Context: an optimization exercise on an open-source flow, tuned for small area. The choices shown serve that exercise and are no tape-out recipe. In this exercise RTL edits were held to simulation tests only and were not proved equivalent to the original. Power is estimated from default activity; no workload was simulated.

==> inputs of job 4982 <==
==> flow/design.v <==
package rv_regfile_pkg;
  localparam int DEF_DATA_W = 32;
  localparam int DEF_DEPTH  = 32;
  localparam int REG_ZERO   = 0;
  function automatic int calc_aw(input int depth);
    if (depth < 2) calc_aw = 1;
    else calc_aw = $clog2(depth);
  endfunction
endpackage
module regfile_sb_pend
#(
  parameter int DEPTH = rv_regfile_pkg::DEF_DEPTH,
  parameter int AW    = rv_regfile_pkg::calc_aw(DEPTH)
) (
  input  logic             clk,
  input  logic             reset,
  input  logic [DEPTH-1:1] set,
  input  logic [DEPTH-1:1] clr,
  output logic [DEPTH-1:1] pend_n,
  output logic [AW:0]      pend_cnt
);
  localparam int CW = AW + 1;
  logic             inc, dec;
  logic [DEPTH-1:1] pend_n_nxt;
  logic [CW-1:0]    cnt_nxt;
  always_comb begin
    inc = 1'b0;
    dec = 1'b0;
    for (int r = 1; r < DEPTH; r++) begin
      pend_n_nxt[r] = !(set[r] || (!pend_n[r] && !clr[r]));
      inc = inc || (set[r] && pend_n[r]);
      dec = dec || (clr[r] && !pend_n[r] && !set[r]);
    end
    cnt_nxt = pend_cnt + CW'(inc) - CW'(dec);
  end
  always_ff @(posedge clk) begin
    if (reset) begin
      pend_n   <= '1;
      pend_cnt <= '0;
    end else begin
      pend_n   <= pend_n_nxt;
      pend_cnt <= cnt_nxt;
    end
  end
endmodule
module regfile_sb
#(
  parameter  int DATA_W = rv_regfile_pkg::DEF_DATA_W,
  parameter  int DEPTH  = rv_regfile_pkg::DEF_DEPTH,
  parameter  int NUM_RD = 2,
  localparam int AW     = rv_regfile_pkg::calc_aw(DEPTH)
) (
  input  logic                     clk,
  input  logic                     reset,
  input  logic                     we,
  input  logic [AW-1:0]            wr_addr,
  input  logic [DATA_W-1:0]        wr_data,
  input  logic [NUM_RD*AW-1:0]     rd_addr,
  output logic [NUM_RD*DATA_W-1:0] rd_data,
  output logic [NUM_RD-1:0]        rd_busy,
  input  logic                     iss_valid,
  input  logic [AW-1:0]            iss_addr,
  output logic [AW:0]              pend_cnt,
  output logic                     all_clear
);
  logic [DEPTH-1:1][DATA_W-1:0] mem_n;
  logic [DEPTH-1:1]             pend_n;
  logic [DEPTH-1:1]             set, clr, wen;
  logic [AW:0]                  cnt_q;
  logic [DATA_W-1:0]            wd_n;
  always_comb begin
    for (int r = 1; r < DEPTH; r++) begin
      set[r] = iss_valid && (iss_addr == AW'(r));
      clr[r] = we && (wr_addr == AW'(r));
      wen[r] = reset || clr[r];
    end
  end
  regfile_sb_pend #(.DEPTH(DEPTH), .AW(AW)) u_pend (
    .clk      (clk),
    .reset    (reset),
    .set      (set),
    .clr      (clr),
    .pend_n   (pend_n),
    .pend_cnt (cnt_q)
  );
  assign wd_n = ~wr_data | {DATA_W{reset}};
  for (genvar r = 1; r < DEPTH; r++) begin : g_reg
    always_ff @(posedge clk) begin
      if (wen[r])
        mem_n[r] <= wd_n;
    end
  end
  assign pend_cnt  = reset ? '0 : cnt_q;
  assign all_clear = (pend_cnt == '0);
  for (genvar i = 0; i < NUM_RD; i++) begin : g_rd
    logic [AW-1:0]    a;
    logic [DEPTH-1:1] sel_n;
    assign a = rd_addr[i*AW +: AW];
    always_comb begin
      for (int r = 1; r < DEPTH; r++)
        sel_n[r] = reset || (a != AW'(r));
    end
    for (genvar k = 0; k <= DATA_W; k++) begin : g_bit
      logic [DEPTH-1:1] col;
      logic             y;
      for (genvar r = 1; r < DEPTH; r++) begin : g_col
        if (k < DATA_W) begin : g_d
          assign col[r] = mem_n[r][k];
        end else begin : g_b
          assign col[r] = pend_n[r];
        end
      end
      regfile_sb_oa31 u_oa (.dn(col), .sn(sel_n), .y(y));
      if (k < DATA_W) begin : g_od
        assign rd_data[i*DATA_W + k] = y;
      end else begin : g_ob
        assign rd_busy[i] = y;
      end
    end
  end
endmodule
module regfile_sb_oa31 (
  input  logic [30:0] dn,
  input  logic [30:0] sn,
  output logic        y
);
  logic [15:0] t;
  logic [7:0]  u;
  logic [1:0]  v;
  for (genvar g = 0; g < 15; g++) begin : g_oai
    regfile_sb_oai22 u_g (
      .a1(dn[2*g]),   .a2(sn[2*g]),
      .b1(dn[2*g+1]), .b2(sn[2*g+1]),
      .y (t[g])
    );
  end
  regfile_sb_nor2 u_t15 (.a(dn[30]), .b(sn[30]), .y(t[15]));
  for (genvar g = 0; g < 8; g++) begin : g_nor
    regfile_sb_nor2 u_g (.a(t[2*g]), .b(t[2*g+1]), .y(u[g]));
  end
  for (genvar g = 0; g < 2; g++) begin : g_nand
    regfile_sb_nand4 u_g (.a(u[4*g]), .b(u[4*g+1]), .c(u[4*g+2]), .d(u[4*g+3]), .y(v[g]));
  end
  regfile_sb_or2 u_y (.a(v[0]), .b(v[1]), .y(y));
endmodule
module regfile_sb_oai22 (
  input  logic a1, a2, b1, b2,
  output logic y
);
  assign y = !((a1 || a2) && (b1 || b2));
endmodule
module regfile_sb_nor2 (
  input  logic a, b,
  output logic y
);
  assign y = !(a || b);
endmodule
module regfile_sb_nand4 (
  input  logic a, b, c, d,
  output logic y
);
  assign y = !(a && b && c && d);
endmodule
module regfile_sb_or2 (
  input  logic a, b,
  output logic y
);
  assign y = a || b;
endmodule
==> flow/run.sh <==
#!/bin/bash
# synth_recipe.tcl (not shown) runs the flow's synth.tcl, then flattens the netlist and writes it again
# the make line also repeats each setting of config.mk as NAME=value (left out here)
make -C /OpenROAD-flow-scripts/flow DESIGN_CONFIG=/design/flow/config.mk WORK_HOME=/design/flow/orfs CLKGATE_MAP_FILE= SYNTH_SCRIPT=/design/flow/synth_recipe.tcl finish
==> flow/config.mk <==
export PLATFORM = sky130hd
export DESIGN_NAME = regfile_sb
export DESIGN_NICKNAME = regfile_sb
export VERILOG_FILES = /design/flow/design.v
export SDC_FILE = /design/flow/constraint.sdc
export NUM_CORES = 4
export LEC_CHECK = 0
export CAP_MARGIN = 20
export CORE_MARGIN = 2
export CORE_UTILIZATION = 40
export SLEW_MARGIN = 20
export SYNTH_HIERARCHICAL = 1
export SYNTH_MINIMUM_KEEP_SIZE = 0
==> flow/constraint.sdc <==
create_clock -name core_clock -period 4.7 [get_ports {clk}]
set_input_delay 0.9400 -clock core_clock [delete_from_list [all_inputs] [get_ports {clk}]]
set_output_delay 0.9400 -clock core_clock [all_outputs]
set_load 0.01 [all_outputs]
==> inputs of job 702, as changes to job 4982 <==
==> flow/design.v, changed modules only <==
module regfile_sb_pend
#(
  parameter int DEPTH = rv_regfile_pkg::DEF_DEPTH,
  parameter int AW    = rv_regfile_pkg::calc_aw(DEPTH)
) (
  input  logic             clk,
  input  logic             reset,
  input  logic [DEPTH-1:1] setr,
  input  logic [DEPTH-1:1] clr_n,
  input  logic [DEPTH-1:1] wen,
  input  logic             iss_valid,
  input  logic [AW-1:0]    iss_addr,
  input  logic [AW-1:0]    wr_addr,
  output logic [DEPTH-1:1] pend_n,
  output logic [AW:0]      pend_cnt
);
  localparam int CW = AW + 1;
  logic             inc, dec, hit_w;
  logic [CW-1:0]    cnt_nxt;
  for (genvar r = 1; r < DEPTH; r++) begin : g_pend
    always_ff @(posedge clk)
      pend_n[r] <= (pend_n[r] || wen[r]) && !setr[r];
  end
  regfile_sb_ao31 u_inc (.d(pend_n), .s(setr), .y(inc));
  regfile_sb_oa31 u_hit (.dn(pend_n), .sn(clr_n), .y(hit_w));
  always_comb begin
    dec     = hit_w && !(iss_valid && (iss_addr == wr_addr));
    cnt_nxt = pend_cnt + CW'(inc) - CW'(dec);
  end
  always_ff @(posedge clk) begin
    if (reset)
      pend_cnt <= '0;
    else
      pend_cnt <= cnt_nxt;
  end
endmodule
module regfile_sb
#(
  parameter  int DATA_W = rv_regfile_pkg::DEF_DATA_W,
  parameter  int DEPTH  = rv_regfile_pkg::DEF_DEPTH,
  parameter  int NUM_RD = 2,
  localparam int AW     = rv_regfile_pkg::calc_aw(DEPTH)
) (
  input  logic                     clk,
  input  logic                     reset,
  input  logic                     we,
  input  logic [AW-1:0]            wr_addr,
  input  logic [DATA_W-1:0]        wr_data,
  input  logic [NUM_RD*AW-1:0]     rd_addr,
  output logic [NUM_RD*DATA_W-1:0] rd_data,
  output logic [NUM_RD-1:0]        rd_busy,
  input  logic                     iss_valid,
  input  logic [AW-1:0]            iss_addr,
  output logic [AW:0]              pend_cnt,
  output logic                     all_clear
);
  logic [DEPTH-1:1][DATA_W-1:0] mem_n;
  logic [DEPTH-1:1]             pend_n;
  logic [DEPTH-1:1]             setr, clr_n, wen;
  logic [AW:0]                  cnt_q;
  logic [DATA_W-1:0]            wd_n;
  always_comb begin
    for (int r = 1; r < DEPTH; r++) begin
      setr[r]  = !reset && iss_valid && (iss_addr == AW'(r));
      clr_n[r] = !(we && (wr_addr == AW'(r)));
      wen[r]   = reset || !clr_n[r];
    end
  end
  regfile_sb_pend #(.DEPTH(DEPTH), .AW(AW)) u_pend (
    .clk       (clk),
    .reset     (reset),
    .setr      (setr),
    .clr_n     (clr_n),
    .wen       (wen),
    .iss_valid (iss_valid),
    .iss_addr  (iss_addr),
    .wr_addr   (wr_addr),
    .pend_n    (pend_n),
    .pend_cnt  (cnt_q)
  );
  assign wd_n = ~wr_data | {DATA_W{reset}};
  for (genvar r = 1; r < DEPTH; r++) begin : g_reg
    always_ff @(posedge clk) begin
      if (wen[r])
        mem_n[r] <= wd_n;
    end
  end
  assign pend_cnt  = reset ? '0 : cnt_q;
  assign all_clear = (pend_cnt == '0);
  for (genvar i = 0; i < NUM_RD; i++) begin : g_rd
    logic [AW-1:0]    a;
    logic [DEPTH-1:1] sel_n;
    assign a = rd_addr[i*AW +: AW];
    always_comb begin
      for (int r = 1; r < DEPTH; r++)
        sel_n[r] = reset || (a != AW'(r));
    end
    for (genvar k = 0; k <= DATA_W; k++) begin : g_bit
      logic [DEPTH-1:1] col;
      logic             y;
      for (genvar r = 1; r < DEPTH; r++) begin : g_col
        if (k < DATA_W) begin : g_d
          assign col[r] = mem_n[r][k];
        end else begin : g_b
          assign col[r] = pend_n[r];
        end
      end
      regfile_sb_oa31 u_oa (.dn(col), .sn(sel_n), .y(y));
      if (k < DATA_W) begin : g_od
        assign rd_data[i*DATA_W + k] = y;
      end else begin : g_ob
        assign rd_busy[i] = y;
      end
    end
  end
endmodule
module regfile_sb_oa31 (
  input  logic [30:0] dn,
  input  logic [30:0] sn,
  output logic        y
);
  logic [15:0] t;
  logic [7:0]  u;
  logic [1:0]  v;
  for (genvar g = 0; g < 15; g++) begin : g_oai
    regfile_sb_oai22 u_g (
      .a1(dn[2*g]),   .a2(sn[2*g]),
      .b1(dn[2*g+1]), .b2(sn[2*g+1]),
      .y (t[g])
    );
  end
  regfile_sb_nor2 u_t15 (.a(dn[30]), .b(sn[30]), .y(t[15]));
  regfile_sb_or16 u_y (.t(t), .y(y));
endmodule
module regfile_sb_or16 (
  input  logic [15:0] t,
  output logic        y
);
  assign y = |t;
endmodule
module regfile_sb_ao31 (
  input  logic [30:0] d,
  input  logic [30:0] s,
  output logic        y
);
  logic [10:0] n;
  logic [2:0]  o;
  for (genvar g = 0; g < 10; g++) begin : g_aoi
    regfile_sb_aoi222 u_g (
      .a1(d[3*g]),   .a2(s[3*g]),
      .b1(d[3*g+1]), .b2(s[3*g+1]),
      .c1(d[3*g+2]), .c2(s[3*g+2]),
      .y (n[g])
    );
  end
  regfile_sb_nand2 u_n30 (.a(d[30]), .b(s[30]), .y(n[10]));
  regfile_sb_nand4 u_o0 (.a(n[0]), .b(n[1]), .c(n[2]),  .d(n[3]), .y(o[0]));
  regfile_sb_nand4 u_o1 (.a(n[4]), .b(n[5]), .c(n[6]),  .d(n[7]), .y(o[1]));
  regfile_sb_nand3 u_o2 (.a(n[8]), .b(n[9]), .c(n[10]), .y(o[2]));
  regfile_sb_or3   u_y  (.a(o[0]), .b(o[1]), .c(o[2]),  .y(y));
endmodule
module regfile_sb_aoi222 (
  input  logic a1, a2, b1, b2, c1, c2,
  output logic y
);
  assign y = !((a1 && a2) || (b1 && b2) || (c1 && c2));
endmodule
module regfile_sb_nand2 (
  input  logic a, b,
  output logic y
);
  assign y = !(a && b);
endmodule
module regfile_sb_nand3 (
  input  logic a, b, c,
  output logic y
);
  assign y = !(a && b && c);
endmodule
module regfile_sb_or3 (
  input  logic a, b, c,
  output logic y
);
  assign y = a || b || c;
endmodule
==> flow/flow/run.sh (new file) <==
#!/bin/bash
set -e
export CTS_ARGS="-sink_clustering_enable -repair_clock_nets -dont_use_dummy_load -buf_list {sky130_fd_sc_hd__clkbuf_16} -sink_clustering_size 25 -sink_clustering_max_diameter 150"
export BUFFER_PORTS_ARGS="-buffer_cell sky130_fd_sc_hd__buf_1"
bash standard.sh > standard.log 2>&1
==> flow/standard.sh (new file) <==
#!/bin/bash
# synth_recipe.tcl (not shown) runs the flow's synth.tcl, then flattens the netlist and writes it again
# the make line also repeats each setting of config.mk as NAME=value (left out here)
make -C /OpenROAD-flow-scripts/flow DESIGN_CONFIG=/design/flow/config.mk WORK_HOME=/design/flow/orfs CLKGATE_MAP_FILE= SYNTH_SCRIPT=/design/flow/synth_recipe.tcl "${@:-finish}"
--- a/flow/config.mk
+++ b/flow/config.mk
@@ -9,3 +9,4 @@
 export CORE_MARGIN = 2
-export CORE_UTILIZATION = 40
+export CORE_UTILIZATION = 50
+export SETUP_SLACK_MARGIN = 0.25
 export SLEW_MARGIN = 20
removed: flow/run.sh
==> qor summary <==
| item | job 702 | job 4982 |
|---|---|---|
| Clk power | 0.00453 W | 0.00793 W |
| Post-synth cell types | 41 | 50 |
| Post-Synth Simple-Gate Area | 9.15% | 11.5% |
| Met2 layer wire length in the routed design | 69000 um | 75000 um |
| Fill cell instance count of the final layout | 6629 | 9179 |
| HPWL after detailed placement | 99700 um | 110000 um |
| Synth Area in XOR/XNOR | 0.188% | 0.0809% |
| Worst Skew | 0.0539 ns | 0.00471 ns |
| Overall fraction of global-route tracks in use | 37.1% | 30.1% |
| Post-Syn Area | 41900 sq um | 43300 sq um |
| PwrDens | 369 nW/um^2 | 396 nW/um^2 |
| Utilization after layout | 56.1% | 49.4% |
| Post-layout instance area | 46700 sq um | 52900 sq um |
| Fraction of area in registers | 65.4% | 57.7% |
| Run status | timing/DRC/antenna clean | complete, but fails checks |
| Reasons for failing layout checks | - | setup timing |
| Number of inverters outside the clock class in the layout | 8 | 7 |
| DRC marker count from the first detailed-route iteration | 6019 | 5375 |
| Total number of vias | 33439 | 35076 |
| Uppermost layer routed | met4 | met5 |
| Met2 demand-to-capacity share in global routing | 54.1% | 45.6% |

re-timing with driven ports:
No port has a modelled driver above. Below, the same layouts with a new extraction and two added sets of constraints.
Step 1, drivers: a clkbuf_16 drives clk and a buf_2 each remaining input, both assumed.
Step 2 also shifts input and output timing later by t, the mid clock arrival at the registers, as if the neighbouring blocks saw the same clock.
Three values: ideal ports, drivers, drivers and shift; two values: the first two.
run	t (ns)	setup slack, ns	hold WS [ns]	pins driven straight from the clock port
job 4982	0.764	-0.008 / -0.032 / -0.120	0.559 / 0.559 / 0.559	1
job 702	0.700	0.222 / 0.195 / 0.120	0.536 / 0.536 / 0.536	1
The setup slack of job 4982, which loses most, moves by -0.024 ns with the drivers and by -0.112 ns with both steps.
